What follows belongs to an exercise in optimizing a design on an open flow for small area and a short achievable clock period; a production flow would make more cautious choices.
No functional check of the RTL was part of any run shown here.
Power figures rest on the tool's default switching activity, not on a simulated workload.

File: flow/design.v
`default_nettype none
package flash_pkg;
  localparam logic [7:0] FLASH_OP_READ = 8'h03;
  typedef struct packed {
    logic [7:0]  opcode;
    logic [23:0] addr;       
  } flash_cmd_fields_t;
  typedef union packed {
    flash_cmd_fields_t f;
    logic [3:0][7:0]   bytes;
  } flash_cmd_u;
  typedef enum logic [2:0] {
    CMD,
    ADDR_HI,
    ADDR_MID,
    ADDR_LO,
    DUMMY,
    DATA_HI,
    DATA_LO
  } reader_phase_e;
endpackage
`default_nettype wire
`default_nettype none
package imem_pkg;
  localparam int INSTR_W = 16;
  typedef logic [INSTR_W-1:0] instr_t;
  typedef logic [6-1:0] iaddr_t;
endpackage
`default_nettype wire
`default_nettype none
`timescale 1ns/1ps
module spi_flash_reader (
  input  logic       clk,
  input  logic       rst_n,
  input  logic       clken,
  output logic       ins,        
  output logic [3:0] bit_j,      
  output logic       ready,
  output logic       spi_cs,
  output logic       spi_sclk,
  output logic       spi_mosi,
  input  logic       spi_miso
);
  localparam logic [10:0] HDR_START = 11'd2008;
  localparam logic [10:0] LAST_BIT  = 11'd1023;
  localparam logic [5:0]  WAIT0     = 6'd47;
  logic [10:0] q;
  logic        got;        
  logic        last;       
  logic [5:0]  wait_n;     
  logic        fall;
  logic        done;
  logic        data_fall;
  logic        active;
  logic        mosi_next;
  logic        got_n;
  logic [10:0] q_n;
  logic [5:0]  wait_nn;
  assign bit_j  = q[3:0];
  assign active = !ready && !spi_cs;
  assign done      = clken && active && last && (got || ins);
  assign fall      = clken && active && spi_sclk && (q[10] || ((got || ins) && !last));
  assign data_fall = fall && !q[10];
  assign mosi_next = (q == HDR_START + 11'd5) || (q == HDR_START + 11'd6) ||
                     (q == HDR_START + 11'd10);
  assign q_n     = fall ? q + 11'd1 : q;
  assign got_n   = !fall && (got || ins);
  assign wait_nn = !data_fall ? wait_n + 6'd1 :
                   ((q[4:0] == 5'h1f) ? wait_n - 6'd2 : wait_n - 6'd1);
  always_ff @(posedge clk) begin
    if (!rst_n) begin
      q        <= HDR_START;
      got      <= 1'b0;
      last     <= 1'b0;
      wait_n   <= WAIT0;
      ins      <= 1'b0;
      ready    <= 1'b0;
      spi_cs   <= 1'b1;
      spi_sclk <= 1'b1;
      spi_mosi <= 1'b0;
    end else begin
      q      <= q_n;
      got    <= got_n;
      wait_n <= wait_nn;
      if (fall) begin
        last <= (q == LAST_BIT - 11'd1);
      end
      ins <= !done && (active || (clken && spi_cs && !ready)) && !q_n[10] && !got_n &&
             (wait_nn == 6'd0);
      if (done) begin
        ready    <= 1'b1;
        spi_cs   <= 1'b1;
        spi_sclk <= 1'b1;
      end else if (clken && !ready) begin
        if (spi_cs) begin
          spi_cs   <= 1'b0;            
          spi_sclk <= 1'b0;
          spi_mosi <= 1'b0;
        end else if (!spi_sclk) begin
          spi_sclk <= 1'b1;
        end else if (fall) begin
          spi_sclk <= 1'b0;
          spi_mosi <= mosi_next;
        end
      end
    end
  end
endmodule
`default_nettype wire
`default_nettype none
`timescale 1ns/1ps
module imem_bank #(
  parameter int INS = 0
) (
  input  logic                    clk,
  input  logic                    ins,      
  input  logic                    din,
  input  logic [7:0]              sel_lo,   
  input  logic [7:0]              sel_hi,   
  input  logic                    hold,     
  output logic                    fbit      
);
  logic [64-1:0] ring;
  logic [7:0]                   grp;
  logic                         fbit_d;
  always_ff @(posedge clk) begin
    ring <= {ring[64-2:0], ring[64-1]};
    if (ins) begin
      ring[INS] <= din;
    end
  end
  for (genvar g = 0; g < 8; g++) begin : g_grp
    imem_andor8 u_grp (
      .sel (sel_lo),
      .d   (ring[8*g +: 8]),
      .y   (grp[g])
    );
  end
  imem_andor8 u_out (
    .sel(sel_hi),
    .d  (grp),
    .y  (fbit_d)
  );
  always_ff @(posedge clk) begin
    if (!hold) begin
      fbit <= fbit_d;
    end
  end
endmodule
module imem_andor8 (
  input  logic [7:0] sel,
  input  logic [7:0] d,
  output logic       y
);
  assign y = |(sel & d);
endmodule
`default_nettype wire
`default_nettype none
`timescale 1ns/1ps
module boot_rom (
  input  logic             clk,
  input  logic             rst_n,
  input  logic             clken,
  input  imem_pkg::iaddr_t fetch_addr,
  output imem_pkg::instr_t instruction,
  output logic             ready,
  input  logic             spi_miso,
  output logic             spi_cs,
  output logic             spi_sclk,
  output logic             spi_mosi
);
  localparam logic [5:0] PHASE0 = 6'd46;
  imem_pkg::iaddr_t phase, phase_n;
  logic [3:0]       dlo, dhi;
  logic [2:0]       a_lo, a_hi;
  logic [7:0]       sel_lo, sel_hi, hi0, late;
  logic             take;
  logic             hold;
  logic             ins;
  logic [3:0]       bit_j;
  assign a_lo = fetch_addr[3:1];
  assign a_hi = {fetch_addr[0], fetch_addr[5:4]};
  assign phase_n = !rst_n ? PHASE0 : phase + 6'd1;
  function automatic logic [3:0] diff_bits(input logic [2:0] p);
    diff_bits = {p[2] ^ (p[1:0] != 2'd3), p[2] ^ !p[1], p[2] ^ (p[1:0] == 2'd0), p[1] ^ !p[0]};
  endfunction
  always_ff @(posedge clk) begin
    phase <= phase_n;
    dlo   <= diff_bits(phase_n[2:0]);
    dhi   <= diff_bits(phase_n[5:3]);
    for (int x = 1; x < 8; x++) begin
      late[x] <= (3'(x) > phase_n[2:0]);    
    end
  end
  assign late[0] = 1'b0;
  imem_addr_dec u_dec (
    .a_lo  (a_lo),
    .a_hi  (a_hi),
    .phase (phase),
    .dlo   (dlo),
    .dhi   (dhi),
    .late  (late),
    .take  (take),
    .sel_lo(sel_lo),
    .sel_hi(sel_hi)
  );
  assign take = rst_n && clken && ready;
  assign hold = rst_n && !(clken && ready);
  spi_flash_reader u_reader (
    .clk     (clk),
    .rst_n   (rst_n),
    .clken   (clken),
    .ins     (ins),
    .bit_j   (bit_j),
    .ready   (ready),
    .spi_cs  (spi_cs),
    .spi_sclk(spi_sclk),
    .spi_mosi(spi_mosi),
    .spi_miso(spi_miso)
  );
  for (genvar b = 0; b < imem_pkg::INSTR_W; b++) begin : g_lane
    imem_bank #(.INS(2 * (imem_pkg::INSTR_W - 1 - b))) u_lane (
      .clk (clk),
      .ins (ins && (bit_j == 4'(imem_pkg::INSTR_W - 1 - b))),
      .din (spi_miso),
      .sel_lo(sel_lo),
      .sel_hi(sel_hi),
      .hold  (hold),
      .fbit  (instruction[b])
    );
  end
endmodule
module imem_addr_dec (
  input  logic [2:0] a_lo,
  input  logic [2:0] a_hi,
  input  logic [5:0] phase,
  input  logic [3:0] dlo,
  input  logic [3:0] dhi,
  input  logic [7:0] late,     
  input  logic       take,
  output logic [7:0] sel_lo,
  output logic [7:0] sel_hi
);
  logic [7:0] hi0, a_lo_hot;
  logic       borrow;
  function automatic logic [2:0] minus(input logic [2:0] p, input logic [3:0] d, input int x);
    logic b2;
    case (x % 4)
      0: b2 = p[2];
      1: b2 = d[1];
      2: b2 = d[2];
      default: b2 = d[3];
    endcase
    minus = {b2 ^ 1'((x / 4) % 2), ((x % 2) ? d[0] : p[1]) ^ 1'((x / 2) % 2), p[0] ^ 1'(x % 2)};
  endfunction
  always_comb begin
    for (int x = 0; x < 8; x++) begin
      sel_lo[x]   = (a_lo == minus(phase[2:0], dlo, x));    
      hi0[x]      = (a_hi == minus(phase[5:3], dhi, x));    
      a_lo_hot[x] = (a_lo == 3'(x));
    end
  end
  imem_andor8 u_borrow (
    .sel(a_lo_hot),
    .d  (late),
    .y  (borrow)
  );
  imem_hsel u_hsel (
    .hi0   (hi0),
    .borrow(borrow),
    .take  (take),
    .sel_hi(sel_hi)
  );
endmodule
module imem_hsel (
  input  logic [7:0] hi0,
  input  logic       borrow,
  input  logic       take,
  output logic [7:0] sel_hi
);
  logic take0, take1;
  assign take0 = take && !borrow;
  assign take1 = take && borrow;
  always_comb begin
    for (int g = 0; g < 8; g++) begin
      sel_hi[g] = (take0 && hi0[g]) || (take1 && hi0[(g + 1) % 8]);
    end
  end
endmodule
`default_nettype wire
File: flow/run.sh
#!/bin/bash
# synth_recipe.tcl (not shown) runs the flow's synth.tcl, then flattens the netlist and writes it again
# the make line also repeats each setting of config.mk as NAME=value (left out here)
make -C /OpenROAD-flow-scripts/flow DESIGN_CONFIG=/design/flow/config.mk WORK_HOME=/design/flow/orfs CLKGATE_MAP_FILE= SYNTH_SCRIPT=/design/flow/synth_recipe.tcl finish
File: flow/config.mk
export PLATFORM = sky130hd
export DESIGN_NAME = boot_rom
export DESIGN_NICKNAME = boot_rom
export VERILOG_FILES = /design/flow/design.v
export SDC_FILE = /design/flow/constraint.sdc
export NUM_CORES = 4
export LEC_CHECK = 0
export CAP_MARGIN = 20
export CORE_MARGIN = 2
export CORE_UTILIZATION = 65
export CTS_CLUSTER_DIAMETER = 100
export CTS_CLUSTER_SIZE = 30
export PLACE_DENSITY = 0.75
export SETUP_SLACK_MARGIN = 2.0
export SLEW_MARGIN = 20
export SYNTH_HIERARCHICAL = 1
export TNS_END_PERCENT = 10
File: flow/constraint.sdc
create_clock -name core_clock -period 4.0 [get_ports {clk}]
set_input_delay 0.8000 -clock core_clock [delete_from_list [all_inputs] [get_ports {clk}]]
set_output_delay 0.8000 -clock core_clock [all_outputs]
set_load 0.01 [all_outputs]
==> results of run 1 <==
==> cell type report <==
type,count,area share (%)
flip-flops and latches,1085,65.0
multi-input cells,998,23.7
repair buffers,104,5.32
clock buffers,58,3.36
well taps,592,2.20
inverters,35,0.390
clock inverters,2,0.115
==> path summary, 6_finish.rpt <==
path                            start  cells past startpoint  slack, ns                        end
max                          phase[0]                      8       1.77     g_lane[14].u_lane.fbit
max reg2reg                  phase[0]                      8       1.77     g_lane[14].u_lane.fbit
min          g_lane[4].u_lane.ring[9]                      0       0.32  g_lane[4].u_lane.ring[10]
min reg2reg  g_lane[4].u_lane.ring[9]                      0       0.32  g_lane[4].u_lane.ring[10]
==> timing repair <==
action	in CTS	in global routing
setup endpoints to repair	47	53
gates resized for setup	171	84
pin swaps	29	43
buffers inserted	10	5
cloned	23	8
hold buffers	0	0
==> registers in the layout, indices dropped and copies added (netlist names) <==
signal,flops
dhi,4
g_lane.u_lane.fbit,16
u_reader.last,1
late,7
u_reader.got,1
u_reader.ready,1
u_reader.q,11
phase,6
u_reader.ins,1
u_reader.wait_n,6
u_reader.spi_sclk,1
dlo,4
u_reader.spi_cs,1
u_reader.spi_mosi,1
g_lane.u_lane.ring,1024
==> cells in the final DEF, fill, tap and decap left out, types with 6 or more instances in the layout <==
| cell type | n |
|---|---|
| nor3_1 | 9 |
| and3_4 | 6 |
| nand4_1 | 151 |
| xor2_1 | 10 |
| inv_1 | 31 |
| dlygate4sd2_1 | 12 |
| xnor2_1 | 12 |
| buf_4 | 14 |
| buf_6 | 7 |
| a22oi_2 | 70 |
| clkbuf_16 | 50 |
| nand2_1 | 31 |
| mux2_4 | 16 |
| a22oi_1 | 511 |
| dfxtp_2 | 6 |
| and2_1 | 6 |
| o21ai_0 | 7 |
| and3_1 | 7 |
| xor2_2 | 7 |
| edfxtp_1 | 16 |
| nand3_1 | 15 |
| buf_12 | 20 |
| ha_1 | 15 |
| buf_16 | 27 |
| nor2_1 | 24 |
| mux2i_1 | 9 |
| clkbuf_1 | 15 |
| clkdlybuf4s15_1 | 6 |
| nand2b_1 | 8 |
| dfxtp_1 | 1058 |
==> per-stage QoR <==
stage	worst slack (ns)	setup TNS [ns]	utilization, %
global placement	0.510	0	69.4
CTS	1.84	0	74.5
finish	1.77	0	75.9
global route	1.70	0	75.9
floorplan	-0.197	-3.15	-
detailed placement	0.422	0	69.4
==> per-module statistics from Yosys, one instance, submodules excluded, excerpt <==
module / times used / cells / cell area (µm²) / flip-flops and latches
imem_addr_dec: 1 / 48 / 385 / 0
imem_andor8: 145 / 5 / 36.3 / 0
boot_rom: 1 / 103 / 917 / 21
spi_flash_reader: 1 / 165 / 1410 / 24
imem_hsel: 1 / 17 / 141 / 0
==> logic make-up after synthesis <==
group                    after synthesis  share of synthesized area, %
AO/OA/AOI/OAI                        612                          15.6
XOR/XNOR                              34                          1.09
adder cells (fa/ha/maj)               17                         0.724
buffers and inverters                 47                         0.758
flip-flops                          1085                          74.4
multiplexers                          29                          1.26
other                                  1                        0.0128
AND/OR/NAND/NOR                      305                          6.13
==> routing by layer <==
metal	routed length, µm	vias up	part of all wire [%]
li1	-	8387	-
met1	31900	9405	40
met2	35700	981	45
met3	7500	234	9.5
met4	3910	0	4.9
met5	0	-	0
==> cells in the mapped netlist (8+ instances only) <==
cell      instances
nand4_1         151
nor2b_1          11
edfxtp_1         16
inv_1            31
a22oi_1         581
nand2_1          31
mux2_4           16
xor2_1           15
nand2b_1          8
and3_1           13
nand3_1          15
nor3_1           14
xnor2_1          16
dfxtp_1        1069
ha_1             17
nor2_1           25
mux2i_1          13
==> power by group <==
part / switching, µW / internal (µW) / leakage, µW
Sequential: 54.0 / 10900 / 0.00878
Combinational: 964 / 448 / 0.00292
Clock: 3150 / 2020 / 0.000564
Total: 4170 / 13300 / 0.0123
==> worst register-to-register path, delay by kind of cell (launching register included) <==
family,cells,cell delay (ns)
AO/OA/AOI/OAI,2,0.55
XOR/XNOR,1,0.25
buffers and inverters,2,0.36
flip-flops,1,0.44
AND/OR/NAND/NOR,3,0.38
==> out/results.ini, run 1 <==
[status]
status=finished clean

[layout]
fillCellCount=2672
area_growth_pct=14.7
seqCellArea_um2=21900
finalInstanceArea_um2=33700
multi_input_area_um2=7980
fin_cells=2874
nNetsFinal=2293
diodes=0
drive_gt1_share_pct=12.5

[worst_setup_path]
criticalPathCategory=reg -> reg
end_kind=flop
cp.buffers_inverters=2
worstPathArrival_ns=2.61
required_ns=4.37
critPathMaxFanout=8
cpMaxStageDelayCell=dfxtp_4
worstPathCellList=xor2_4 -> nor3_4 -> buf_12 -> buf_16 -> a22oi_1 -> nand4_1 -> a22oi_1 -> nand4_1
cp-start-kind=flop
crit_family=compound AO/OA/AOI/OAI gates
critPathMaxStageDelay_ns=0.44

[timing]
fin_crit_sh_pct=55.9
max_slew.worst_pin.slew_ns=1.11
rsz0062_at_grt=yes
period_needed_ns=2.23
holdWs_ns=0.322
clock.fmax_mhz=448
hold_violations=0
setup-violations-final=0
report.final.slew_viol_count=0
relSlewSlack_pct=25.9
finClkSkew_ns=0.0266

[clock_network]
clk_latency_ns=0.62
cts_buffer_depth=3
path_clk_slew_ns=0.11
numCtsBuffers=42
cts_tree=done
root_buffer=clkbuf_16
cts_sinks=1085
cts_htree_levels=2

[pwr]
p_per_area_nw_per_um2=519
ir_worst_vdd_v=0.000397
power_uw=17500
p_leak_uw=0.0123

[logic_synthesis]
syn_area_um2=29400
synth_cell_types=59
synth-edff-count=16
ys_warn_count=27
synth.area.top_cells=dfxtp_1 (73%), a22oi_1 (15%), nand4_1 (3.2%)
ys.flop_type=dfxtp_1
synth_area_per_cell_um2=13.8
yosys.area.top_type_share_pct=72.8
synthesis.instances=2130
synthArstFlopShare_pct=0
ys_seq_area_share_pct=74.4
synth_area_leader_cell=dfxtp_1
synth-seq-cells=1085

[placement]
dp_hpwl_mm=35.0
postPlaceCellArea_um2=30800
gp_congestion=0.774
numPortBuffers=29
placed_cells_incl_taps=2768

[floorplanning]
io_pins=30
die_w_um=217
fp-row-count=77
die_y_um=217
design.die.area_um2=46900
start_util_pct=66.2
core-area_um2=44400

[grt]
antenna_found_initial=0
grt.total_usage_pct=32.2
grt-ovfl-total=0
use_met1_pct=44.3
grt_pass1_wl_mm=115
grt-busiest-layer=met2
grt_use_met2_pct=50.7
grtUsageMet3_pct=6.02
grt_pass1_vias=19200
grt_max_degree=83

[hold_path]
hold_path_class=reg -> reg

[routing]
drt_iter0_drc=2165
vias_per_cell=6.61
wl_per_cell_um=27.5
ant_nets=0
dr.pass1.iters=5
wirelength_mm=79.0
vias=19000
drc=0

[job]
max-cap-violations=0

==> inputs of run 2 (changes only) <==
--- a/flow/design.v
+++ b/flow/design.v
@@ -137,13 +137,13 @@
     );
   end
-  imem_andor8 u_out (
-    .sel(sel_hi),
-    .d  (grp),
-    .y  (fbit_d)
-  );
-  always_ff @(posedge clk) begin
-    if (!hold) begin
-      fbit <= fbit_d;
-    end
+  imem_andor u_out (
+    .sel (sel_hi),
+    .d   (grp),
+    .keep(hold),
+    .q   (fbit),
+    .y   (fbit_d)
+  );
+  always_ff @(posedge clk) begin
+    fbit <= fbit_d;
   end
 endmodule
@@ -154,4 +154,13 @@
 );
   assign y = |(sel & d);
+endmodule
+module imem_andor (
+  input  logic [7:0] sel,
+  input  logic [7:0] d,
+  input  logic       keep,
+  input  logic       q,
+  output logic       y
+);
+  assign y = |(sel & d) | (keep & q);
 endmodule
 `default_nettype wire
@@ -195,7 +204,8 @@
   assign late[0] = 1'b0;
   imem_addr_dec u_dec (
-    .a_lo  (a_lo),
-    .a_hi  (a_hi),
-    .phase (phase),
+    .clk    (clk),
+    .a_lo   (a_lo),
+    .a_hi   (a_hi),
+    .phase_n(phase_n),
     .dlo   (dlo),
     .dhi   (dhi),
@@ -232,7 +242,8 @@
 endmodule
 module imem_addr_dec (
+  input  logic       clk,
   input  logic [2:0] a_lo,
   input  logic [2:0] a_hi,
-  input  logic [5:0] phase,
+  input  logic [5:0] phase_n,   
   input  logic [3:0] dlo,
   input  logic [3:0] dhi,
@@ -244,4 +255,8 @@
   logic [7:0] hi0, a_lo_hot;
   logic       borrow;
+  logic [5:0] phase;
+  always_ff @(posedge clk) begin
+    phase <= phase_n;
+  end
   function automatic logic [2:0] minus(input logic [2:0] p, input logic [3:0] d, input int x);
     logic b2;
==> run 2 against run 1 <==
  * Clock skew decreased by 0.0071 ns
  * Combinational power about the same
  * First-iteration DRC count decreased by 7.3%
  * Critical path type is now in -> reg
  * Power increased by 0.35%
  * Clock power about the same
  * Synthesized cell count decreased by 0.47%
  * Largest cell class unchanged
  * Highest routed layer unchanged
==> out/results.ini, run 2 <==
[status]
status=finished clean

[grt]
grt-ovfl-total=0
grt_pass1_vias=19300
grt_pass1_wl_mm=112
grt.total_usage_pct=30.8
antenna_found_initial=0
grt_max_degree=74

[floorplanning]
core-area_um2=44500
start_util_pct=66.2
fp-row-count=77
die_y_um=217
io_pins=30
design.die.area_um2=47000
die_w_um=217

[logic_synthesis]
synth_cell_types=61
synth_area_per_cell_um2=13.9
syn_area_um2=29500
post-synth-top-count-cell=dfxtp_1
ys_seq_area_share_pct=74.2
synthTopCellsByCount=dfxtp_1 (1091), a22oi_1 (533), nand4_1 (135)
synth.area.top_cells=dfxtp_1 (74%), a22oi_1 (14%), nand4_1 (2.9%)
synthArstFlopShare_pct=0
synth-edff-count=0
synthesis.instances=2120
ys_warn_count=27
synth-seq-cells=1091
yosys.area.top_type_share_pct=74.2
synth_area_leader_cell=dfxtp_1
ys.flop_type=dfxtp_1

[clock_network]
clk_latency_ns=0.61
cts_hold_buf=0
cts_htree_levels=2
cts_buffer_depth=3
path_clk_slew_ns=0.11
cts_tree=done
cts_sinks=1091
root_buffer=clkbuf_16
numCtsBuffers=42

[timing]
fin_crit_sh_pct=57.4
finClkSkew_ns=0.0195
clock.fmax_mhz=436
period_needed_ns=2.29
report.final.slew_viol_count=0
relSlewSlack_pct=24.8
holdWs_ns=0.337
setup-violations-final=0
hold_violations=0
max_slew.worst_pin.slew_ns=1.12
finalSetupTns_ns=0
rsz0062_at_grt=yes

[layout]
drive_gt1_share_pct=13.7
largest_reg_flops=1024
final_cell_mix=dfxtp_1 (1072), a22oi_1 (492), nand4_1 (135)
fin_cells=2889
area_growth_pct=15.3
final_common_cell=dfxtp_1
largest-register=g_lane.u_lane.ring
reg.largest.list=g_lane.u_lane.ring: 1024 flops, g_lane.u_lane.fbit: 16 flops, u_reader.q: 11 flops
nNetsFinal=2321
finalInstanceArea_um2=34000

[pwr]
ir_worst_vdd_v=0.000421
p_per_area_nw_per_um2=518
p_leak_uw=0.0125

[worst_setup_path]
critPathMaxFanout=11
cp-start-kind=input pin
criticalPathCategory=in -> reg
rr_worst_depth=7
cpMaxStageDelayCell=a222oi_1
cp.buffers_inverters=5
worstPathCellList=buf_12 -> buf_12 -> xor2_4 -> and3_4 -> buf_12 -> buf_12 -> buf_16 -> a22oi_2 -> nand4_1 -> a222oi_1 -> nand3_1
end_kind=flop
worstPathArrival_ns=2.79
crit_top_cell=buf_12
required_ns=4.50
path_depth=11
crit_family=buffers and inverters
critPathMaxStageDelay_ns=0.35

[hold_path]
hold_path_class=reg -> reg
min_path_cells=0

[placement]
placed_cells_incl_taps=2773
gp_congestion=0.829
dp_hpwl_mm=37.4
postPlaceCellArea_um2=31100
numPortBuffers=29

[routing]
wl_per_cell_um=25.9
vias_per_cell=6.51
drc=0
drt_iter0_drc=2008
wirelength_mm=74.9
vias=18800
ant_nets=0
dr.pass1.iters=6

[job]
max-cap-violations=0

[run 2: kinds of logic after synthesis]
logic type,count (synthesis),synth area share (%)
buffers and inverters,31,0.552
DFF,1091,74.2
and+or+nand+nor,305,6.05
adders and majority gates,17,0.722
AOI/OAI and AO/OA,612,16.2
xor gates and xnor gates,34,1.09
muxes,29,1.26
other,1,0.0127
[run 2: report_power, final]
part / switching, µW / internal (µW) / leakage (µW) / total, µW
clock network: 3130 / 2040 / 0.000564 / 5180
logic: 933 / 502 / 0.00318 / 1430
registers: 56.7 / 10900 / 0.00880 / 11000
[run 2: stage by stage]
| step | setup slack (ns) | util, % | power, µW |
|---|---|---|---|
| finish | 1.71 | 76.3 | 17600 |
| global route | 1.67 | 76.3 | 18000 |
| CTS | 1.80 | 75.1 | 17400 |
| detailed placement | 0.127 | 69.9 | 12200 |
| global placement | 0.148 | 69.9 | 12100 |
| floorplan | -0.212 | - | 11700 |
[run 2: repair_timing]
action                                  in CTS  in global routing
gates resized for setup                    133                 63
pin swaps                                   25                 42
endpoints found under the setup margin      46                 39
setup buffers                               39                  8
cloned                                      17                  5
[run 2: layer usage]
| metal | global-route usage [%] | vias up | part of all wire [%] |
|---|---|---|---|
| li1 | - | 8452 | - |
| met1 | 42.6 | 9395 | 42 |
| met2 | 49.9 | 792 | 46 |
| met3 | 4.89 | 170 | 8.4 |
| met4 | 10.3 | 0 | 3.6 |
| met5 | 0 | - | 0 |
[run 2: area by class of cell]
type,instances,area [µm²]
multi-input cells,1002,8070
well taps,592,741
repair buffers,138,2050
clock inverters,1,20.0
inverters,19,71.3
flip-flops and latches,1091,21900
clock buffers,45,1130
fillers,2663,10600
diodes,1,2.50
[run 2: path summary, 6_finish.rpt]
| check | from | endpoint | slack, ns |
|---|---|---|---|
| max | fetch_addr[3] | g_lane[6].u_lane.fbit | 1.71 |
| min reg2reg | g_lane[6].u_lane.ring[35] | g_lane[6].u_lane.ring[36] | 0.34 |
| min | g_lane[6].u_lane.ring[35] | g_lane[6].u_lane.ring[36] | 0.34 |
| max reg2reg | u_reader.ready | u_reader.ins | 1.77 |
[run 2: Yosys stat by module, one instance, submodules excluded, a selection]
module            flip-flops and latches  cells inside
boot_rom                              21           103
spi_flash_reader                      24           165
imem_hsel                              0            17
imem_andor8                            0             5
imem_addr_dec                          6            54
imem_andor                             0             5
==> inputs of run 3 (changes only) <==
--- a/flow/config.mk
+++ b/flow/config.mk
@@ -10,5 +10,5 @@
 export CORE_UTILIZATION = 65
 export CTS_CLUSTER_DIAMETER = 100
-export CTS_CLUSTER_SIZE = 30
+export CTS_CLUSTER_SIZE = 26
 export PLACE_DENSITY = 0.75
 export SETUP_SLACK_MARGIN = 2.0
==> run 3 against run 2 <==
  * Non-clock buffer count rose by 8
  * Synthesized cell count unchanged
  * Routed wire length up 3.1%
  * Register-to-register slack about the same
  * Core utilization rose by 0.46 points
  * Sequential power about the same
  * First-iteration DRC count down 8.7%
  * Sequential share of layout area down 0.40 points
  * Largest cell class unchanged
==> out/results.ini, run 3 <==
[status]
status=finished clean

[clock_network]
cts_htree_levels=2
numCtsBuffers=47
clk_latency_ns=0.62
cts_tree=done
cts_buffer_depth=3
path_clk_slew_ns=0.10
cts_sinks=1091
root_buffer=clkbuf_16

[routing]
ant_nets=0
drc=0
vias=19000
wirelength_mm=77.3
wl_per_cell_um=26.6
dr.pass1.iters=7
vias_per_cell=6.56
drt_iter0_drc=1833

[logic_synthesis]
syn_area_um2=29500
synth_area_per_cell_um2=13.9
synth_area_leader_cell=dfxtp_1
ys.flop_type=dfxtp_1
synth-seq-cells=1091
ys_warn_count=27
ys_seq_area_share_pct=74.2
synthesis.instances=2120
synthArstFlopShare_pct=0
post-synth-top-count-cell=dfxtp_1
synth_cell_types=61
synth.area.top_cells=dfxtp_1 (74%), a22oi_1 (14%), nand4_1 (2.9%)
synthTopCellsByCount=dfxtp_1 (1091), a22oi_1 (533), nand4_1 (135)
synth-edff-count=0
yosys.area.top_type_share_pct=74.2

[layout]
multi_input_area_um2=8090
fin_cells=2902
area_growth_pct=16.0
fillCellCount=2663
diodes=0
final_cell_mix=dfxtp_1 (1075), a22oi_1 (493), nand4_1 (135)
largest_reg_flops=1024
seqCellArea_um2=21900
drive_gt1_share_pct=13.9
nNetsFinal=2337
final_common_cell=dfxtp_1
reg.largest.list=g_lane.u_lane.ring: 1024 flops, g_lane.u_lane.fbit: 16 flops, u_reader.q: 11 flops
largest-register=g_lane.u_lane.ring

[grt]
grt_use_met2_pct=53.2
grt-busiest-layer=met2
grt-ovfl-total=0
antenna_found_initial=0
grtUsageMet3_pct=5.16
use_met1_pct=43.2
grt.total_usage_pct=32.5
grt_pass1_wl_mm=117
grt_max_degree=45
grt_pass1_vias=19700

[placement]
numPortBuffers=29
placed_cells_incl_taps=2773
place_ws_ns=0.127
dp_hpwl_mm=37.4
gp_congestion=0.829

[floorplanning]
io_pins=30
die_y_um=217
die_w_um=217
start_util_pct=66.2
design.die.area_um2=47000
core-area_um2=44500
fp-row-count=77

[job]
max-cap-violations=0

[worst_setup_path]
rr_worst_depth=9
reg2reg_from=u_dec.phase[0]
worstPathArrival_ns=2.71
r2r-end=g_lane[11].u_lane.fbit
required_ns=4.47
criticalPathCategory=in -> reg
cp-start-kind=input pin
reg2reg_slack_ns=1.77
end_kind=flop
critPathMaxFanout=22

[timing]
max_slew.worst_pin.slew_ns=1.07
report.final.slew_viol_count=0
clock.fmax_mhz=445
relSlewSlack_pct=28.3
layout_setup_ws_ns=1.75
rsz0062_at_grt=yes
finClkSkew_ns=0.0293
hold_violations=0
fin_crit_sh_pct=56.2
period_needed_ns=2.25
finalSetupTns_ns=0
setup-violations-final=0
holdWs_ns=0.337

[hold_path]
hold_start=g_lane[11].u_lane.ring[12]
hold_path_class=reg -> reg
hold_path_end=g_lane[11].u_lane.ring[13]
min_path_cells=0

[pwr]
ir_worst_vdd_v=0.000389
p_per_area_nw_per_um2=521
power_uw=17800
p_leak_uw=0.0126

run 3: timing repair:
| action | CTS | global route |
|---|---|---|
| endpoints found under the setup margin | 46 | 40 |
| cloned | 26 | 3 |
| hold buffers | 0 | 0 |
| resized for setup | 181 | 27 |
| pin swaps | 45 | 24 |
| setup buffers | 48 | 3 |
| endpoints found under the hold margin | 0 | 0 |
run 3: worst max-delay path, stage by stage:
cell and delay, ns:
buf_6 0.11, buf_12 0.15, xnor2_4 0.26, nor3_4 0.08
buf_12 0.16, buf_12 0.17, a22oi_1 0.30, nand4_1 0.13
a22o_1 0.21, a221oi_2 0.18, nand3_1 0.11
run 3: kinds of logic after synthesis:
family	after synthesis	synth area share [%]
flip-flops	1091	74.2
AO/OA/AOI/OAI	612	16.2
AND/OR/NAND/NOR	305	6.05
XOR/XNOR	34	1.09
buffers and inverters	31	0.552
multiplexers	29	1.26
adder cells (fa/ha/maj)	17	0.722
other	1	0.0127
run 3: through the flow:
step / util [%] / cell area [µm²]
after CTS: 76.2 / 33900
after global routing: 76.7 / 34200
after detailed placement: 69.9 / 31100
after floorplan: - / 29500
final: 76.7 / 34200
after global placement: 69.9 / 31100
run 3: cell type report:
| class | instances | share of cell area, % |
|---|---|---|
| multi-input combinational | 1005 | 23.7 |
| timing repair buffer | 146 | 6.44 |
| inverter | 19 | 0.209 |
| tap | 592 | 2.17 |
| clock inverter | 1 | 0.0256 |
| sequential | 1091 | 64.0 |
| clock buffer | 48 | 3.45 |
run 3: how the worst max path moves through the flow:
stage	from	endpoint	slack, ns
after floorplan	fetch_addr[2]	g_lane[14].u_lane.fbit	-0.21
after global placement	fetch_addr[1]	g_lane[14].u_lane.fbit	0.15
after detailed placement	fetch_addr[1]	g_lane[14].u_lane.fbit	0.13
after CTS	fetch_addr[2]	g_lane[10].u_lane.fbit	1.84
after global routing	fetch_addr[1]	g_lane[11].u_lane.fbit	1.70
final	fetch_addr[2]	g_lane[11].u_lane.fbit	1.75
run 3: Yosys stat by module (local to each module, per instance), a selection:
module	cell area [µm²]	cells
imem_andor8	36.3	5
spi_flash_reader	1410	165
imem_andor	46.3	5
imem_addr_dec	505	54
boot_rom	917	103
imem_hsel	141	17
run 3: report_power, final:
part / internal (µW) / total (µW) / switching [µW]
registers: 10900 / 11000 / 56.7
clock network: 2120 / 5260 / 3140
logic: 577 / 1580 / 1000
run 3: layer usage:
metal | up-vias | wire length, µm
met2 | 898 | 36300
met3 | 176 | 6780
met5 | - | 0
met1 | 9492 | 31400
met4 | 0 | 2830
li1 | 8468 | -
==> inputs of run 4 (changes only) <==
--- a/flow/design.v
+++ b/flow/design.v
@@ -183,5 +183,7 @@
   logic [3:0]       dlo, dhi;
   logic [2:0]       a_lo, a_hi;
-  logic [7:0]       sel_lo, sel_hi, hi0, late;
+  localparam int HSEL_LANES = 4;
+  logic [7:0]       sel_lo, late;
+  logic [imem_pkg::INSTR_W/HSEL_LANES-1:0][7:0] sel_hi;
   logic             take;
   logic             hold;
@@ -203,9 +205,8 @@
   end
   assign late[0] = 1'b0;
-  imem_addr_dec u_dec (
-    .clk    (clk),
-    .a_lo   (a_lo),
-    .a_hi   (a_hi),
-    .phase_n(phase_n),
+  imem_addr_dec #(.HSEL_COPIES(imem_pkg::INSTR_W / HSEL_LANES)) u_dec (
+    .a_lo  (a_lo),
+    .a_hi  (a_hi),
+    .phase (phase),
     .dlo   (dlo),
     .dhi   (dhi),
@@ -235,5 +236,5 @@
       .din (spi_miso),
       .sel_lo(sel_lo),
-      .sel_hi(sel_hi),
+      .sel_hi(sel_hi[b / HSEL_LANES]),
       .hold  (hold),
       .fbit  (instruction[b])
@@ -241,9 +242,10 @@
   end
 endmodule
-module imem_addr_dec (
-  input  logic       clk,
+module imem_addr_dec #(
+  parameter int HSEL_COPIES = 1
+) (
   input  logic [2:0] a_lo,
   input  logic [2:0] a_hi,
-  input  logic [5:0] phase_n,   
+  input  logic [5:0] phase,
   input  logic [3:0] dlo,
   input  logic [3:0] dhi,
@@ -251,12 +253,7 @@
   input  logic       take,
   output logic [7:0] sel_lo,
-  output logic [7:0] sel_hi
+  output logic [HSEL_COPIES-1:0][7:0] sel_hi
 );
   logic [7:0] hi0, a_lo_hot;
-  logic       borrow;
-  logic [5:0] phase;
-  always_ff @(posedge clk) begin
-    phase <= phase_n;
-  end
   function automatic logic [2:0] minus(input logic [2:0] p, input logic [3:0] d, input int x);
     logic b2;
@@ -276,15 +273,18 @@
     end
   end
-  imem_andor8 u_borrow (
-    .sel(a_lo_hot),
-    .d  (late),
-    .y  (borrow)
-  );
-  imem_hsel u_hsel (
-    .hi0   (hi0),
-    .borrow(borrow),
-    .take  (take),
-    .sel_hi(sel_hi)
-  );
+  for (genvar k = 0; k < HSEL_COPIES; k++) begin : g_hsel
+    logic borrow;
+    imem_andor8 u_borrow (
+      .sel(a_lo_hot),
+      .d  (late),
+      .y  (borrow)
+    );
+    imem_hsel u_hsel (
+      .hi0   (hi0),
+      .borrow(borrow),
+      .take  (take),
+      .sel_hi(sel_hi[k])
+    );
+  end
 endmodule
 module imem_hsel (
--- a/flow/config.mk
+++ b/flow/config.mk
@@ -10,5 +10,5 @@
 export CORE_UTILIZATION = 65
 export CTS_CLUSTER_DIAMETER = 100
-export CTS_CLUSTER_SIZE = 26
+export CTS_CLUSTER_SIZE = 30
 export PLACE_DENSITY = 0.75
 export SETUP_SLACK_MARGIN = 2.0
==> run 4 against run 3 <==
  * Worst setup slack worse by 0.019 ns
  * Die area up 1.4%
  * Combinational power decreased by 6%
  * Maximum frequency fell by 0.82%
  * Critical endpoint is now g_lane[12].u_lane.fbit
  * Power down 1.6%
  * Core utilization fell by 1.6 points
  * Cell area shrank 0.22%
==> out/results.ini, run 4 <==
[clock_network]
clk_latency_ns=0.60
cts_buffer_depth=3
root_buffer=clkbuf_16
cts_sinks=1085
numCtsBuffers=42
cts_tree=done
path_clk_slew_ns=0.11
cts_htree_levels=2

[layout]
area_growth_pct=14.1
seqCellArea_um2=21800
largest_reg_flops=1024
reg.largest.list=g_lane.u_lane.ring: 1024 flops, g_lane.u_lane.fbit: 16 flops, u_reader.q: 11 flops
diodes=0
final_cell_mix=dfxtp_1 (1071), a22oi_1 (511), nand4_1 (138)
largest-register=g_lane.u_lane.ring
final_common_cell=dfxtp_1
post-route-util_pct=75.1
multi_input_area_um2=8530
nNetsFinal=2378
drive_gt1_share_pct=13.4
finalInstanceArea_um2=34100
fillCellCount=2865

[job]
max-cap-violations=0

[timing]
max_slew.worst_pin.slew_ns=1.07
relSlewSlack_pct=28.5
fin_crit_sh_pct=56.6
period_needed_ns=2.27
setup-violations-final=0
clock.fmax_mhz=441
report.final.slew_viol_count=0
rsz0062_at_grt=yes
hold_violations=0
finClkSkew_ns=0.0262

[routing]
dr.max_layer_used=met4
wirelength_mm=72.5
wl_per_cell_um=24.6
drc=0
drt_iter0_drc=1919
ant_nets=0
vias=19100
met3WireLength_mm=5.03
met2_length_mm=34.2
m1WireLength_mm=31.3
dr.pass1.iters=6
vias_per_cell=6.47

[pwr]
p_switching_uw=4110
p_seq_share_pct=62.3
power_uw=17500
switching_share_pct=23.5
p_int_uw=13400
ir_worst_vdd_v=0.000540
combPwrFrac_pct=8.5
p_per_area_nw_per_um2=514
p_leak_uw=0.0126
clock_power_share_pct=29.3

[floorplanning]
die_w_um=218
die_y_um=218
io_pins=30
core-area_um2=45400
design.die.area_um2=47700
fp-row-count=78
start_util_pct=65.8

[grt]
grt_pass1_vias=19400
grt_pass1_wl_mm=113
antenna_found_initial=2
grt-ovfl-total=0
grt.total_usage_pct=30.5
grt_max_degree=70

[logic_synthesis]
synth_area_leader_cell=dfxtp_1
synthesis.instances=2180
ys_seq_area_share_pct=72.7
ys_warn_count=27
synth-edff-count=0
synth_cell_types=61
syn_area_um2=29900
synth-seq-cells=1085
yosys.area.top_type_share_pct=72.7
post-synth-top-count-cell=dfxtp_1
synthArstFlopShare_pct=0
synth_area_per_cell_um2=13.7
synthTopCellsByCount=dfxtp_1 (1085), a22oi_1 (545), nand4_1 (138)
synth.area.top_cells=dfxtp_1 (73%), a22oi_1 (14%), nand4_1 (2.9%)
ys.flop_type=dfxtp_1

[worst_setup_path]
end_kind=flop
critPathMaxFanout=15
worstPathArrival_ns=2.76
cp-start-kind=input pin
required_ns=4.49
criticalPathCategory=in -> reg

[placement]
gp_congestion=0.811
numPortBuffers=29
dp_hpwl_mm=39.8
postPlaceCellArea_um2=31500

[status]
status=finished clean

[hold_path]
hold_path_class=reg -> reg

==> run 4: cell types whose count changed in the layout (fill, tap and decap cells not counted), moves of 4 or more <==
cell,delta
nor2b_2,+20
buf_12,-5
buf_16,-8
a22oi_1,+18
nor2b_1,+9
clkbuf_16,-4
buf_4,+11
a22oi_2,-6
dfxtp_1,-4
and3_1,-4
mux2i_1,+31
buf_6,-5
nor2b_4,-4
==> run 4: stage by stage <==
step           worst slack (ns)  setup TNS (ns)  cells  hold slack (ns)
2_1_floorplan            -0.184           -2.95   2183            0.331
3_3_place_gp              0.469               0   2851            0.332
3_5_place_dp              0.401               0   2851            0.336
4_1_cts                    1.82               0   2949            0.324
5_1_grt                    1.67               0   2953            0.331
6_report                   1.73               0   2953            0.324
==> run 4: cell families after synthesis <==
logic type / count (synthesis) / synth area share [%]
fa+ha+maj: 17 / 0.712
xor+xnor: 34 / 1.07
buf+inv: 35 / 0.670
compound gates: 623 / 16.2
flops: 1085 / 72.7
simple gates: 331 / 6.52
mux: 54 / 2.08
other cells: 1 / 0.0126
==> run 4: power by group through the flow <==
stage / combinational [µW] / clock (µW) / sequential [µW]
after detailed placement: 1080 / 0 / 11100
after floorplan: 554 / 0 / 11100
final: 1490 / 5120 / 10900
after CTS: 1430 / 5170 / 10900
after global routing: 1530 / 5560 / 10900
after global placement: 1080 / 0 / 11100
==> run 4: worst max-delay path, stage by stage <==
cell       delay, ns
buf_6           0.12
buf_8           0.15
xor2_1          0.18
and3_4          0.25
buf_4           0.16
bufbuf_16       0.29
a22oi_1         0.17
nand4_1         0.13
a22o_1          0.22
a221oi_2        0.18
nand3_1         0.11
==> run 4: final cells by class <==
class	count	share of cell area (%)
Sequential cell	1085	63.8
Multi-Input combinational cell	1066	25.0
Timing Repair Buffer	137	5.36
Clock buffer	45	3.30
Tap cell	600	2.20
Inverter	19	0.209
Clock inverter	1	0.0881
==> run 4: timing repair <==
item,CTS,global route
endpoints found under the setup margin,46,39
cloned,15,1
buffers inserted,37,3
pin swaps,69,6
gates resized for setup,182,13
hold buffers,0,0
==> run 4: worst paths after layout <==
check | startpoint | to | slack, ns | cells after the start
setup / recovery | fetch_addr[2] | g_lane[12].u_lane.fbit | 1.73 | 11
hold / removal | g_lane[11].u_lane.ring[37] | g_lane[11].u_lane.ring[38] | 0.32 | 0
setup reg to reg | phase[2] | g_lane[11].u_lane.fbit | 1.74 | 7
hold reg to reg | g_lane[11].u_lane.ring[37] | g_lane[11].u_lane.ring[38] | 0.32 | 0
==> run 4: metal layers <==
metal / global-route usage, % / vias to the layer above
li1: - / 8682
met1: 42.9 / 9562
met2: 49.0 / 708
met3: 4.80 / 140
met4: 9.27 / 0
met5: 0 / -
==> run 4: modules after synthesis (local to each module, per instance), excerpt <==
module,flops+latches,cells inside,cell area (µm²),times used
boot_rom,21,103,922,1
spi_flash_reader,24,165,1410,1
imem_andor8,0,5,36.3,132
imem_andor,0,5,46.3,16
imem_hsel,0,17,141,4
==> inputs of run 5 (changes only) <==
--- a/flow/design.v
+++ b/flow/design.v
@@ -183,7 +183,7 @@
   logic [3:0]       dlo, dhi;
   logic [2:0]       a_lo, a_hi;
-  localparam int HSEL_LANES = 4;
-  logic [7:0]       sel_lo, late;
-  logic [imem_pkg::INSTR_W/HSEL_LANES-1:0][7:0] sel_hi;
+  localparam int DEC_LANES = 4;
+  logic [imem_pkg::INSTR_W/DEC_LANES-1:0][7:0] sel_lo, sel_hi;
+  logic [7:0]       late;
   logic             take;
   logic             hold;
@@ -205,15 +205,17 @@
   end
   assign late[0] = 1'b0;
-  imem_addr_dec #(.HSEL_COPIES(imem_pkg::INSTR_W / HSEL_LANES)) u_dec (
-    .a_lo  (a_lo),
-    .a_hi  (a_hi),
-    .phase (phase),
-    .dlo   (dlo),
-    .dhi   (dhi),
-    .late  (late),
-    .take  (take),
-    .sel_lo(sel_lo),
-    .sel_hi(sel_hi)
-  );
+  for (genvar k = 0; k < imem_pkg::INSTR_W / DEC_LANES; k++) begin : g_dec
+    imem_addr_dec u_dec (
+      .a_lo  (a_lo),
+      .a_hi  (a_hi),
+      .phase (phase),
+      .dlo   (dlo),
+      .dhi   (dhi),
+      .late  (late),
+      .take  (take),
+      .sel_lo(sel_lo[k]),
+      .sel_hi(sel_hi[k])
+    );
+  end
   assign take = rst_n && clken && ready;
   assign hold = rst_n && !(clken && ready);
@@ -235,6 +237,6 @@
       .ins (ins && (bit_j == 4'(imem_pkg::INSTR_W - 1 - b))),
       .din (spi_miso),
-      .sel_lo(sel_lo),
-      .sel_hi(sel_hi[b / HSEL_LANES]),
+      .sel_lo(sel_lo[b / DEC_LANES]),
+      .sel_hi(sel_hi[b / DEC_LANES]),
       .hold  (hold),
       .fbit  (instruction[b])
@@ -242,7 +244,5 @@
   end
 endmodule
-module imem_addr_dec #(
-  parameter int HSEL_COPIES = 1
-) (
+module imem_addr_dec (
   input  logic [2:0] a_lo,
   input  logic [2:0] a_hi,
@@ -253,7 +253,8 @@
   input  logic       take,
   output logic [7:0] sel_lo,
-  output logic [HSEL_COPIES-1:0][7:0] sel_hi
+  output logic [7:0] sel_hi
 );
   logic [7:0] hi0, a_lo_hot;
+  logic       borrow;
   function automatic logic [2:0] minus(input logic [2:0] p, input logic [3:0] d, input int x);
     logic b2;
@@ -273,33 +274,6 @@
     end
   end
-  for (genvar k = 0; k < HSEL_COPIES; k++) begin : g_hsel
-    logic borrow;
-    imem_andor8 u_borrow (
-      .sel(a_lo_hot),
-      .d  (late),
-      .y  (borrow)
-    );
-    imem_hsel u_hsel (
-      .hi0   (hi0),
-      .borrow(borrow),
-      .take  (take),
-      .sel_hi(sel_hi[k])
-    );
-  end
-endmodule
-module imem_hsel (
-  input  logic [7:0] hi0,
-  input  logic       borrow,
-  input  logic       take,
-  output logic [7:0] sel_hi
-);
-  logic take0, take1;
-  assign take0 = take && !borrow;
-  assign take1 = take && borrow;
-  always_comb begin
-    for (int g = 0; g < 8; g++) begin
-      sel_hi[g] = (take0 && hi0[g]) || (take1 && hi0[(g + 1) % 8]);
-    end
-  end
-endmodule
-`default_nettype wire
+  assign borrow = |(a_lo_hot & late);
+  assign sel_hi = take ? (borrow ? {hi0[0], hi0[7:1]} : hi0) : 8'h00;
+endmodule
+`default_nettype wire
--- a/flow/config.mk
+++ b/flow/config.mk
@@ -11,7 +11,5 @@
 export CTS_CLUSTER_DIAMETER = 100
 export CTS_CLUSTER_SIZE = 30
-export PLACE_DENSITY = 0.75
 export SETUP_SLACK_MARGIN = 2.0
 export SLEW_MARGIN = 20
 export SYNTH_HIERARCHICAL = 1
-export TNS_END_PERCENT = 10
==> run 5 against run 4 <==
  * Still clean on timing, DRC and antenna
  * Clock-buffer cell count unchanged
  * Sequential share of layout area shrank 4.9 points
  * Area after synthesis grew 2.5%
  * Clock skew rose by 0.0022 ns
  * Sequential power barely moved
  * Cell count rose by 6.6%
  * Core utilization increased by 4.3 points
  * Routed wire length up 17%
  * Flip-flop and latch count unchanged
  * Critical endpoint is now g_lane[8].u_lane.fbit
==> out/results.ini, run 5 <==
[status]
status=finished clean

[logic_synthesis]
synthTopCellsByCount=dfxtp_1 (1085), a22oi_1 (529), nand4_1 (134)
syn_area_um2=30600
synth-seq-cells=1085
synth_area_leader_cell=dfxtp_1
synth_cell_types=60
synth_area_per_cell_um2=13.4
yosys.area.top_type_share_pct=71.0
ys_seq_area_share_pct=71.0
ys.flop_type=dfxtp_1
synth.area.top_cells=dfxtp_1 (71%), a22oi_1 (13%), nand4_1 (2.7%)
post-synth-top-count-cell=dfxtp_1
synthesis.instances=2276
synth-edff-count=0
synthArstFlopShare_pct=0
ys_warn_count=26

[pwr]
ir_worst_vdd_v=0.000659
p_per_area_nw_per_um2=492
p_leak_uw=0.0135
power_uw=18200

[layout]
seqCellArea_um2=21800
area_growth_pct=20.8
final_cell_mix=dfxtp_1 (1051), a22oi_1 (468), nand4_1 (134)
largest-register=g_lane.u_lane.ring
fin_cells=3148
drive_gt1_share_pct=22.6
reg.largest.list=g_lane.u_lane.ring: 1024 flops, g_lane.u_lane.fbit: 16 flops, u_reader.q: 11 flops
largest_reg_flops=1024
final_common_cell=dfxtp_1
finalInstanceArea_um2=37000
fillCellCount=2629
multi_input_area_um2=10700
nNetsFinal=2564

[grt]
grt-busiest-layer=met2
use_met1_pct=45.0
grt_pass1_vias=20900
grtUsageMet3_pct=5.83
grt_pass1_wl_mm=123
grt.total_usage_pct=32.0
grt_max_degree=35
grt-ovfl-total=0
antenna_found_initial=1
grt_use_met2_pct=50.5

[worst_setup_path]
cpMaxStageDelayCell=dfxtp_4
worstPathCellList=buf_12 -> buf_12 -> xnor2_4 -> nor3_4 -> buf_12 -> a22oi_1 -> nand4_1 -> a22o_1 -> a221oi_2 -> nand3_1
worstPathArrival_ns=2.91
cp-start-kind=flop
end_kind=flop
criticalPathCategory=reg -> reg
crit_top_cell=buf_12
required_ns=4.47
critPathMaxStageDelay_ns=0.40
critPathMaxFanout=8

[routing]
drc=0
wirelength_mm=84.7
ant_nets=0
vias=21000
dr.pass1.iters=7
drt_iter0_drc=2311
vias_per_cell=6.66
wl_per_cell_um=26.9

[floorplanning]
die_y_um=221
start_util_pct=65.7
design.die.area_um2=48800
io_pins=30
fp-row-count=79
core-area_um2=46600
die_w_um=221

[placement]
dp_hpwl_mm=40.4
numPortBuffers=29
postPlaceCellArea_um2=32100
gp_congestion=0.830
placed_cells_incl_taps=2928

[clock_network]
cts_tree=done
clk_latency_ns=0.63
root_buffer=clkbuf_16
cts_hold_buf=0
cts_htree_levels=2
cts_sinks=1085
path_clk_slew_ns=0.12
cts_buffer_depth=3
numCtsBuffers=42

[timing]
finalSetupTns_ns=0
fin_crit_sh_pct=61.1
period_needed_ns=2.44
clock.fmax_mhz=409
relSlewSlack_pct=54.3
report.final.slew_viol_count=0
hold_violations=0
setup-violations-final=0
max_slew.worst_pin.slew_ns=0.683
finClkSkew_ns=0.0284
rsz0062_at_grt=yes

[job]
max-cap-violations=0

[hold_path]
hold_path_class=reg -> reg

## run 5: cell count changes after synthesis, sizes merged, moves of 7 or more
cell,previous run,this run
xor2,18,48
nor2b,37,19
o21ai,8,25
a22oi,545,529
and2,5,18
nor2,26,37
nor3,15,26
xnor2,16,26
mux4,0,8
nand3,32,40
nand3b,6,14
and3,13,20
clkbuf,4,11
## run 5: kinds of logic after synthesis
kind of cell    share of synthesized area (%)
compound gates                           15.7
xor+xnor                                 2.12
fa+ha+maj                               0.695
buf+inv                                 0.679
flops                                    71.0
mux                                      2.88
other cells                            0.0123
simple gates                             6.93
## run 5: worst paths after layout
| check | startpoint | end | slack [ns] | depth (start not counted) |
|---|---|---|---|---|
| worst min register to register | g_lane[9].u_lane.ring[1] | g_lane[9].u_lane.ring[2] | 0.33 | 0 |
| worst max-delay path | phase[0] | g_lane[8].u_lane.fbit | 1.56 | 10 |
| worst max register to register | phase[0] | g_lane[8].u_lane.fbit | 1.56 | 10 |
| worst min-delay path | g_lane[9].u_lane.ring[1] | g_lane[9].u_lane.ring[2] | 0.33 | 0 |
## run 5: report_power, final
group          internal [µW]  switching [µW]
clock                   2040            3140
sequential             10800             124
combinational            777            1270
## run 5: through the flow
step,setup WS [ns],hold WS (ns),utilization [%]
6_report,1.56,0.326,79.4
5_1_grt,1.55,0.333,79.4
4_1_cts,1.77,0.332,77.6
3_5_place_dp,0.232,0.336,69.0
3_3_place_gp,0.232,0.332,69.0
2_1_floorplan,1.48,0.331,-
## run 5: final cells by class
| class | instances | share of cell area [%] |
|---|---|---|
| repair buffers | 213 | 6.65 |
| multi-input cells | 1172 | 29.0 |
| flip-flops and latches | 1085 | 58.9 |
| clock buffers | 45 | 3.05 |
| diodes | 2 | 0.0135 |
| clock inverters | 1 | 0.0812 |
| inverters | 23 | 0.234 |
| well taps | 607 | 2.05 |
## run 5: per-module statistics from Yosys, one instance, submodules excluded, a selection
module            flops+latches  times used
imem_andor8                   0         128
boot_rom                     21           1
imem_andor                    0          16
imem_addr_dec                 0           4
spi_flash_reader             24           1
## run 5: what timing repair did
| item | 4_1_cts | 5_1_grt |
|---|---|---|
| pin swaps | 68 | 89 |
| gates resized for setup | 379 | 113 |
| endpoints found under the setup margin | 49 | 23 |
| cloned | 28 | 10 |
| setup buffers | 117 | 17 |
## run 5: metal layers
layer  part of all wire [%]  vias up  wire (µm)
li1                       -     9197          -
met4                    3.8        0       3240
met3                    8.3      234       7070
met2                     46     1025      39100
met5                      0        -          0
met1                     42    10500      35300
## run 5: worst max-delay path, delay by kind of cell (launching register included)
| family | cells | cell delay (ns) |
|---|---|---|
| compound gates | 3 | 0.66 |
| flops | 1 | 0.40 |
| xor+xnor | 1 | 0.30 |
| buf+inv | 3 | 0.46 |
| simple gates | 3 | 0.44 |
==> inputs of run 6 (changes only) <==
--- a/flow/design.v
+++ b/flow/design.v
@@ -183,7 +183,8 @@
   logic [3:0]       dlo, dhi;
   logic [2:0]       a_lo, a_hi;
-  localparam int DEC_LANES = 4;
-  logic [imem_pkg::INSTR_W/DEC_LANES-1:0][7:0] sel_lo, sel_hi;
-  logic [7:0]       late;
+  localparam int LO_LANES = 4;
+  logic [imem_pkg::INSTR_W/LO_LANES-1:0][7:0] sel_lo;
+  logic [7:0][2:0]  lo_match;
+  logic [7:0]       sel_hi, late;
   logic             take;
   logic             hold;
@@ -205,15 +206,19 @@
   end
   assign late[0] = 1'b0;
-  for (genvar k = 0; k < imem_pkg::INSTR_W / DEC_LANES; k++) begin : g_dec
-    imem_addr_dec u_dec (
-      .a_lo  (a_lo),
-      .a_hi  (a_hi),
-      .phase (phase),
-      .dlo   (dlo),
-      .dhi   (dhi),
-      .late  (late),
-      .take  (take),
-      .sel_lo(sel_lo[k]),
-      .sel_hi(sel_hi[k])
+  imem_addr_dec u_dec (
+    .a_lo  (a_lo),
+    .a_hi  (a_hi),
+    .phase (phase),
+    .dlo   (dlo),
+    .dhi   (dhi),
+    .late  (late),
+    .take  (take),
+    .lo_match(lo_match),
+    .sel_hi(sel_hi)
+  );
+  for (genvar k = 0; k < imem_pkg::INSTR_W / LO_LANES; k++) begin : g_lo_sel
+    imem_lo_sel u_lo_sel (
+      .lo_match(lo_match),
+      .sel_lo  (sel_lo[k])
     );
   end
@@ -237,6 +242,6 @@
       .ins (ins && (bit_j == 4'(imem_pkg::INSTR_W - 1 - b))),
       .din (spi_miso),
-      .sel_lo(sel_lo[b / DEC_LANES]),
-      .sel_hi(sel_hi[b / DEC_LANES]),
+      .sel_lo(sel_lo[b / LO_LANES]),
+      .sel_hi(sel_hi),
       .hold  (hold),
       .fbit  (instruction[b])
@@ -252,5 +257,5 @@
   input  logic [7:0] late,     
   input  logic       take,
-  output logic [7:0] sel_lo,
+  output logic [7:0][2:0] lo_match,   
   output logic [7:0] sel_hi
 );
@@ -269,11 +274,45 @@
   always_comb begin
     for (int x = 0; x < 8; x++) begin
-      sel_lo[x]   = (a_lo == minus(phase[2:0], dlo, x));    
+      lo_match[x] = ~(a_lo ^ minus(phase[2:0], dlo, x));     
       hi0[x]      = (a_hi == minus(phase[5:3], dhi, x));    
       a_lo_hot[x] = (a_lo == 3'(x));
     end
   end
-  assign borrow = |(a_lo_hot & late);
-  assign sel_hi = take ? (borrow ? {hi0[0], hi0[7:1]} : hi0) : 8'h00;
-endmodule
-`default_nettype wire
+  imem_andor8 u_borrow (
+    .sel(a_lo_hot),
+    .d  (late),
+    .y  (borrow)
+  );
+  imem_hsel u_hsel (
+    .hi0   (hi0),
+    .borrow(borrow),
+    .take  (take),
+    .sel_hi(sel_hi)
+  );
+endmodule
+module imem_lo_sel (
+  input  logic [7:0][2:0] lo_match,
+  output logic [7:0]      sel_lo
+);
+  always_comb begin
+    for (int x = 0; x < 8; x++) begin
+      sel_lo[x] = &lo_match[x];
+    end
+  end
+endmodule
+module imem_hsel (
+  input  logic [7:0] hi0,
+  input  logic       borrow,
+  input  logic       take,
+  output logic [7:0] sel_hi
+);
+  logic take0, take1;
+  assign take0 = take && !borrow;
+  assign take1 = take && borrow;
+  always_comb begin
+    for (int g = 0; g < 8; g++) begin
+      sel_hi[g] = (take0 && hi0[g]) || (take1 && hi0[(g + 1) % 8]);
+    end
+  end
+endmodule
+`default_nettype wire
--- a/flow/config.mk
+++ b/flow/config.mk
@@ -11,5 +11,7 @@
 export CTS_CLUSTER_DIAMETER = 100
 export CTS_CLUSTER_SIZE = 30
+export PLACE_DENSITY = 0.75
 export SETUP_SLACK_MARGIN = 2.0
 export SLEW_MARGIN = 20
 export SYNTH_HIERARCHICAL = 1
+export TNS_END_PERCENT = 10
==> run 6 against run 5 <==
  * Die area shrank 3.5%
  * Sequential power hardly changed
  * Clock skew about the same
  * Hold slack gained 0.0043 ns
  * Global-route usage up 0.45 points
  * Routed wire length shrank 7.7%
  * Worst setup slack worse by 0.033 ns
  * Core utilization shrank 4.7 points
  * Critical endpoint is now g_lane[7].u_lane.fbit
  * Highest routed layer is now met5
==> out/results.ini, run 6 <==
[floorplanning]
io_pins=30
die_y_um=217
core-area_um2=45100
design.die.area_um2=47100
die_w_um=217
start_util_pct=65.5
fp-row-count=78

[logic_synthesis]
ys_warn_count=28
synth.area.top_cells=dfxtp_1 (74%), a22oi_1 (14%), nand4_1 (2.9%)
synthesis.instances=2152
post-synth-top-count-cell=dfxtp_1
synth_cell_types=60
synth-seq-cells=1085
yosys.area.top_type_share_pct=73.6
syn_area_um2=29500
synthTopCellsByCount=dfxtp_1 (1085), a22oi_1 (533), nand4_1 (135)
synth_area_per_cell_um2=13.7
synthArstFlopShare_pct=0
ys_seq_area_share_pct=73.6
ys.flop_type=dfxtp_1
synth-edff-count=0
synth_area_leader_cell=dfxtp_1

[placement]
gp_congestion=0.800
place_ws_ns=0.232
numPortBuffers=29
dp_hpwl_mm=37.3

[grt]
grt_pass1_wl_mm=118
grt.total_usage_pct=32.5
grt_max_degree=35
grt-ovfl-total=0
grt_pass1_vias=19600
antenna_found_initial=4

[layout]
area_growth_pct=14.0
fillCellCount=2905
final_common_cell=dfxtp_1
final_cell_mix=dfxtp_1 (1066), a22oi_1 (513), nand4_1 (135)
largest-register=g_lane.u_lane.ring
largest_reg_flops=1024
drive_gt1_share_pct=15.0
reg.largest.list=g_lane.u_lane.ring: 1024 flops, g_lane.u_lane.fbit: 16 flops, u_reader.q: 11 flops
nNetsFinal=2376

[worst_setup_path]
cpMaxStageDelayCell=a222oi_1
reg2reg_slack_ns=1.59
worstPathCellList=buf_8 -> buf_12 -> xor2_2 -> buf_4 -> clkinvlp_4 -> buf_8 -> buf_12 -> and3_4 -> a22oi_1 -> nand4_1 -> a222oi_1 -> nand3_1
cp-start-kind=input pin
end_kind=flop
criticalPathCategory=in -> reg
required_ns=4.49
startpoint=fetch_addr[3]
critPathMaxStageDelay_ns=0.46
reg2reg_from=dlo[3]
worstPathArrival_ns=2.97
critPathMaxFanout=8

[timing]
period_needed_ns=2.48
fin_crit_sh_pct=61.9
hold_violations=0
clock.fmax_mhz=404
relSlewSlack_pct=20.7
finalSetupTns_ns=0
finClkSkew_ns=0.0286
report.final.slew_viol_count=0
setup-violations-final=0
rsz0062_at_grt=yes
layout_setup_ws_ns=1.52
max_slew.worst_pin.slew_ns=1.19

[clock_network]
cts_tree=done
cts_hold_buf=0
path_clk_slew_ns=0.11
numCtsBuffers=42
cts_htree_levels=2
cts_sinks=1085
clk_latency_ns=0.62
cts_buffer_depth=3
root_buffer=clkbuf_16

[hold_path]
hold_start=g_lane[7].u_lane.ring[36]
hold_path_class=reg -> reg

[routing]
dr.pass1.iters=8
ant_nets=0
vias=19700
drc=0
wirelength_mm=78.2
vias_per_cell=6.66
drt_iter0_drc=2258
wl_per_cell_um=26.5

[job]
max-cap-violations=0

[pwr]
p_leak_uw=0.0125
p_per_area_nw_per_um2=520
ir_worst_vdd_v=0.000414

[status]
status=finished clean

run 6: cell count changes after synthesis, sizes merged, moves of 8 or more:
cell,delta
clkbuf,-8
and3,+21
o21ai,-16
buf,+10
mux4,-8
xor2,-32
nand3b,-8
nor3,-15
nor2b,-8
mux2i,-28
xnor2,-11
and2,-12
nand3,-8
nor2,-11
run 6: per-module statistics from Yosys, one instance, submodules excluded, a selection:
module | cells | area (µm²) | times used | flops+latches
imem_addr_dec | 54 | 377 | 1 | 0
imem_hsel | 17 | 141 | 1 | 0
imem_andor8 | 5 | 36.3 | 129 | 0
imem_andor | 5 | 46.3 | 16 | 0
boot_rom | 103 | 917 | 1 | 21
imem_lo_sel | 8 | 50.0 | 4 | 0
spi_flash_reader | 165 | 1410 | 1 | 24
run 6: cell families (layout without fill, tap and decap cells):
family	count (synthesis)	after routing	synth area share, %
XOR/XNOR	31	31	0.920
buffers and inverters	48	212	0.852
other	1	2	0.0127
adder cells (fa/ha/maj)	17	17	0.720
AND/OR/NAND/NOR	329	363	6.55
multiplexers	29	29	1.25
AO/OA/AOI/OAI	612	612	16.1
flip-flops	1085	1085	73.6
run 6: cell type report:
type	instances	area (µm²)	share of cell area, %
Antenna cell	1	2.50	0.00743
Clock buffer	43	1080	3.20
Clock inverter	2	38.8	0.115
Inverter	26	126	0.375
Multi-Input combinational cell	1053	8470	25.2
Sequential cell	1085	21800	64.6
Tap cell	600	751	2.23
Timing Repair Buffer	140	1440	4.28
Timing Repair inverter	1	6.26	0.0186
run 6: per-stage QoR:
step	area (µm²)	power (µW)	util [%]	instances	hold WS [ns]
floorplan	29900	11700	-	2152	0.331
finish	33700	17500	74.7	2951	0.330
detailed placement	30800	12100	68.4	2772	0.336
CTS	33300	17400	73.8	2921	0.334
global placement	30800	12000	68.4	2772	0.331
global route	33700	17900	74.7	2951	0.334
run 6: worst max-delay path: cells and delay by family:
| kind | cells | cell delay (ns) |
|---|---|---|
| and+or+nand+nor | 3 | 0.58 |
| xor gates and xnor gates | 1 | 0.12 |
| buffers and inverters | 6 | 0.79 |
| AOI/OAI and AO/OA | 2 | 0.67 |
run 6: path summary, 6_finish.rpt:
check	cells past startpoint	to
setup / recovery	12	g_lane[7].u_lane.fbit
hold / removal	0	g_lane[7].u_lane.ring[37]
setup reg to reg	10	g_lane[7].u_lane.fbit
hold reg to reg	0	g_lane[7].u_lane.ring[37]
run 6: report_power, final:
part / leakage, µW / total, µW / internal (µW) / switching, µW
clock network: 0.000546 / 5060 / 1970 / 3090
logic: 0.00319 / 1550 / 460 / 1090
registers: 0.00875 / 10900 / 10800 / 49.8
run 6: layer usage:
layer / track usage [%] / wire (µm) / up-vias
met4: 10.6 / 2540 / 6
met5: 0 / 40 / -
met3: 6.85 / 7380 / 211
met2: 50.3 / 35500 / 990
li1: - / - / 8646
met1: 45.9 / 32700 / 9804
run 6: timing repair:
action | in CTS | in global routing
gates resized for setup | 117 | 41
endpoints found under the setup margin | 46 | 39
endpoints found under the hold margin | 0 | 0
pin swaps | 49 | 26
setup buffers | 71 | 27
gates cloned | 33 | 2

[separate check: timing with driven ports]
In the flow no input, the clock included, has a driving cell. The finished layouts below were timed again as built, in two steps. Step 1 (the two cells are an assumption about what drives the block):
set clk [get_ports {clk}]
set_driving_cell -lib_cell sky130_fd_sc_hd__clkbuf_16 $clk
set_driving_cell -lib_cell sky130_fd_sc_hd__buf_2 [delete_from_list [all_inputs] $clk]
Step 2, shift: input delay + t, output delay - t, t = (earliest + latest rising clock arrival at the registers) / 2. This alone moves slack from input paths to output paths. Slacks: no drivers / after step 1 / after step 2; pairs: no drivers / after step 1.
| run | t, ns | slack for setup (ns) | worst setup path after step 2 | slew at the worst register clock pin (ns) | worst slew at a driven data input, ns |
|---|---|---|---|---|---|
| run 1 | 0.669 | 1.766 / 1.766 / 1.134 | input to register | 0.11 / 0.11 | 0.07 |
| run 2 | 0.665 | 1.705 / 1.715 / 1.050 | input to register | 0.12 / 0.12 | 0.06 |
| run 3 | 0.667 | 1.754 / 1.757 / 1.091 | input to register | 0.10 / 0.10 | 0.07 |
| run 4 | 0.657 | 1.735 / 1.701 / 1.044 | input to register | 0.11 / 0.11 | 0.11 |
| run 5 | 0.671 | 1.556 / 1.556 / 0.972 | input to register | 0.12 / 0.12 | 0.10 |
| run 6 | 0.667 | 1.523 / 1.489 / 0.821 | input to register | 0.11 / 0.11 | 0.09 |
After both steps every run listed still meets setup and hold. The setup slack of run 6, which loses most, moves by -0.034 ns with the drivers and by -0.702 ns with both steps.
